From an optimization exercise on the open Yosys and OpenROAD flow, aimed at small area, a short achievable clock period and few clock cycles per item; shortcuts taken in it are not production practice. Where RTL was checked, it was by simulation tests only, not by an equivalence proof against the original. Power and IR drop assume default switching activity.

==> v16 <==
==> flow/design.v (excerpt) <==
module upscale2x_top (
    input  logic        i_clk,
    input  logic        i_rst_n,
    input  logic        i_cfg_we,
    input  logic [0:0]  i_cfg_idx,
    input  logic [10:0] i_cfg_data,
    input  logic        i_pix_valid,
    output logic        o_pix_ready,
    input  logic [7:0]  i_pix_data,
    output logic        o_res_valid,
    input  logic        i_res_ready,
    output logic [10:0] o_res_row,
    output logic [10:0] o_res_col,
    output logic [7:0]  o_res_pixel,
    output logic        o_res_run_last,
    output logic        o_res_frame_end
);
clock: 6.0 ns
lec_check: 0
cap_margin: 20
core_margin: 2
core_utilization: 50
place_density: 0.6
setup_slack_margin: 0.2
slew_margin: 20
run.sh (not shown) runs the stock make flow with config.mk's settings and CLKGATE_MAP_FILE= SYNTH_SCRIPT=/design/flow/synth_recipe.tcl, a recipe that flattens the netlist after the stock synthesis.
==> inputs of v34, as changes to v16 <==
--- a/flow/design.v
+++ b/flow/design.v
@@ -72,14 +72,15 @@
     logic [PIXEL_BITS-1:0] r_p;
     logic [PIXEL_BITS-1:0] r_above;
     logic [PIXEL_BITS-1:0] r_mid;
     logic [PIXEL_BITS-1:0] r_midprev;
     logic                  r_last_row;
     logic                  r_last_col;
     logic                  r_has_left;
+    logic                  r_last;
     logic [RW-1:0]         r_row;
     logic [CW-1:0]         r_col;
     logic                  r_rb;
     logic                  r_ra;
     logic                  r_cb;
     logic                  r_ca;
     logic                  r_o_valid;
@@ -93,22 +94,27 @@
     logic [PIXEL_BITS:0]   sum_midprev;
     logic [PIXEL_BITS:0]   sum_diag;
     logic                  adv;
     logic                  row_end;
     logic                  col_end;
     logic                  last;
     logic                  load;
+    logic                  first_last;
+    logic                  next_last;
     assign sum_mid     = {1'b0, r_p} + {1'b0, i_pix};
     assign sum_midprev = {1'b0, r_above} + {1'b0, i_above};
     assign sum_v       = {1'b0, r_above} + {1'b0, r_p};
     assign sum_diag    = {1'b0, r_midprev} + {1'b0, r_mid};
     assign adv     = !r_o_valid || i_res_ready;
     assign row_end = r_last_row ? r_ra : !r_rb;
     assign col_end = r_last_col ? r_ca : !r_cb;
-    assign last    = row_end && col_end;
+    assign last    = r_last;
+    assign first_last = !i_has_up && !i_last_row && !i_has_left && !i_last_col;
+    assign next_last  = col_end ? ((r_rb ? !r_last_row : r_last_row) && !r_has_left && !r_last_col)
+                                : (row_end && (!r_cb || !r_last_col));
     assign load    = i_valid && (!r_g_valid || (adv && last));
     assign o_take  = load;
     always_ff @(posedge i_clk) begin
         if (!i_rst_n) begin
             r_g_valid  <= 1'b0;
             r_o_valid  <= 1'b0;
             r_last_row <= 1'b1;
@@ -132,19 +138,21 @@
             end else if (adv && last) begin
                 r_g_valid  <= 1'b0;
             end
         end
     end
     always_ff @(posedge i_clk) begin
         if (load) begin
+            r_last <= first_last;
             r_rb <= i_has_up;
             r_ra <= 1'b0;
             r_cb <= i_has_left;
             r_ca <= 1'b0;
         end else if (r_g_valid && adv) begin
+            r_last <= next_last;
             if (col_end) begin
                 r_cb <= r_has_left;
                 r_ca <= 1'b0;
                 r_rb <= 1'b0;
                 r_ra <= !r_rb;
             end else begin
                 r_cb <= 1'b0;
@@ -295,14 +303,19 @@
     end
     logic [PW-1:0]         r_zero_pos;
     logic [PW-1:0]         r_pos;
     logic [PW-1:0]         zero_pos_n;
     logic [PW-1:0]         pos_n;
     logic [QW:0]           r_q_count;
     logic [QW:0]           q_count_n;
+    logic                  r_q_full;
+    logic                  r_q_empty;
+    logic                  q_full_n;
+    logic                  q_empty_n;
+    logic                  r_at_port;
     logic                  step;
     logic                  pop;
     logic                  a_valid_n;
     logic [PIXEL_BITS-1:0] above;
     function automatic logic [PW-1:0] ring_dec(input logic [PW-1:0] p);
         logic [PW-1:0] d;
         if (p == '0) begin
@@ -311,32 +324,40 @@
             d = p - 1'b1;
         end
         ring_dec = d;
     endfunction
     function automatic logic at_port(input logic [PW-1:0] p);
         at_port = ((p % SPACING) == 0);
     endfunction
-    assign step       = r_a_valid && at_port(r_pos) && (r_q_count != QDEPTH);
+    assign step       = r_a_valid && r_at_port && !r_q_full;
     assign zero_pos_n = ring_dec(r_zero_pos);
     assign pos_n      = !step ? ring_dec(r_pos) : (r_a_last_col ? zero_pos_n : r_pos);
     assign a_valid_n  = accept || (r_a_valid && !step);
     assign q_count_n  = r_q_count + step - pop;
+    assign q_full_n   = (r_q_count == QDEPTH) ? !pop : ((r_q_count == QDEPTH - 1) && step && !pop);
+    assign q_empty_n  = (r_q_count == '0) ? !step : ((r_q_count == 1) && pop && !step);
     always_ff @(posedge i_clk) begin
         if (!i_rst_n) begin
             r_zero_pos <= '0;
             r_pos      <= '0;
             r_a_valid  <= 1'b0;
             r_q_count  <= '0;
+            r_q_full   <= 1'b0;
+            r_q_empty  <= 1'b1;
+            r_at_port  <= 1'b1;
             r_ready    <= 1'b1;
         end else begin
             r_zero_pos <= zero_pos_n;
             r_pos      <= pos_n;
             r_a_valid  <= a_valid_n;
             r_q_count  <= q_count_n;
-            r_ready    <= !a_valid_n || (at_port(pos_n) && (q_count_n != QDEPTH));
+            r_q_full   <= q_full_n;
+            r_q_empty  <= q_empty_n;
+            r_at_port  <= at_port(pos_n);
+            r_ready    <= !a_valid_n || (at_port(pos_n) && !q_full_n);
         end
     end
     usc_line_ram #(
         .SPACING (SPACING),
         .PORTS   (PORTS),
         .POS_W   (PW),
         .DATA_W  (PIXEL_BITS)
@@ -379,15 +400,15 @@
     usc_emit #(
         .PIXEL_BITS (PIXEL_BITS),
         .CW         (CW),
         .RW         (RW)
     ) u_emit (
         .i_clk           (i_clk),
         .i_rst_n         (i_rst_n),
-        .i_valid         (r_q_count != '0),
+        .i_valid         (!r_q_empty),
         .i_pix           (q_pix),
         .i_above         (q_above),
         .i_has_up        (q_edges[3]),
         .i_has_left      (q_edges[2]),
         .i_last_row      (q_edges[1]),
         .i_last_col      (q_edges[0]),
         .o_take          (pop),
CTS_BUF_LIST = sky130_fd_sc_hd__clkbuf_16   (was unset)
CTS_CLUSTER_DIAMETER = 50   (was unset)
CTS_CLUSTER_SIZE = 30   (was unset)
SETUP_SLACK_MARGIN = 3.4   (was 0.2)
==> notes <==
Against v16, the fmax of v34 is higher by 38%.
Against v16, the cell area of v34 is smaller by about 2%.
Sequential cell count: v34 is higher than v16 (4).
Global-route usage: v16 is lower than v34 (0.70 points).
In die area, v16 and v34 hardly differ.
Between v34 and v16, the lower non-clock buffer count is in v16 (gap 44).
v16 completed with no timing, DRC or antenna violations. v34 completed without violations.
In v34 the setup slack is better than in v16, by 1.0 ns.
Between v16 and v34, the lower power is in v34 (gap 6.8%, measured against v34).
==> figures <==
	v34	v16
Buffers excl. clock	121	77
Stages on the worst setup path	9	7
Hold Path End	u_core.u_line_ram.r_ring[434]	u_core.u_line_ram.r_ring[1884]
Outcome	complete, no violations	complete, no violations
Cell leakage power	25.9 nW	26.6 nW
Chip Width	345 µm	345 µm
Fin worst setup slack	3.31 ns	2.28 ns
Cells after synthesis	3467	3497
Critical path data arrival time	3.16 ns	4.37 ns
Largest incremental delay on the critical path	0.59 ns	0.87 ns
Critical path origin	u_core.r_rptr[0]	u_core.r_pos[0]
Reg2reg start	u_core.r_rptr[0]	u_core.r_pos[0]
Met2 track demand over resource	0.257	0.239
Met1 demand-to-capacity share in global routing	0.249	0.238
Clock sink count	2310	2306
Area of the multi-input gates	9980 µm²	9880 µm²
Number of global-route vias before repair	24229	24865
Testbench counts of v16, summed over its fixed seeds: cycles 177,538, items 176,616.
Only the layout flow was run in v34; the RTL was not checked for function there.

## static timing again, ports no longer ideal
No port has a modelled driver above. Below, the same layouts with a new extraction and two added sets of constraints.
Step 1 assumes that a clkbuf_16 drives the clock port and a buf_2 every other input.
Step 2 adds t to the input delays and takes it off the output delays; t is the mean of the earliest and latest rising clock arrival at the registers after step 1. Input paths then give back, and output paths get back, about the clock's delay inside the block.
a / b / c = ideal ports / drivers / drivers and shift; a / b = the first two.
| run | t (ns) | setup slack, ns | hold WS [ns] | worst data-port slew with drivers (ns) |
|---|---|---|---|---|
| v16 | 0.837 | 2.280 / 2.280 / 2.015 | 0.314 / 0.314 / 0.314 | 0.04 |
| v34 | 0.818 | 3.313 / 3.313 / 2.788 | 0.294 / 0.294 / 0.294 | 0.04 |
After both steps every run listed still meets setup and hold. For v34, which loses most, drivers alone change the setup slack by 0.000 ns; drivers and shift together by -0.525 ns.
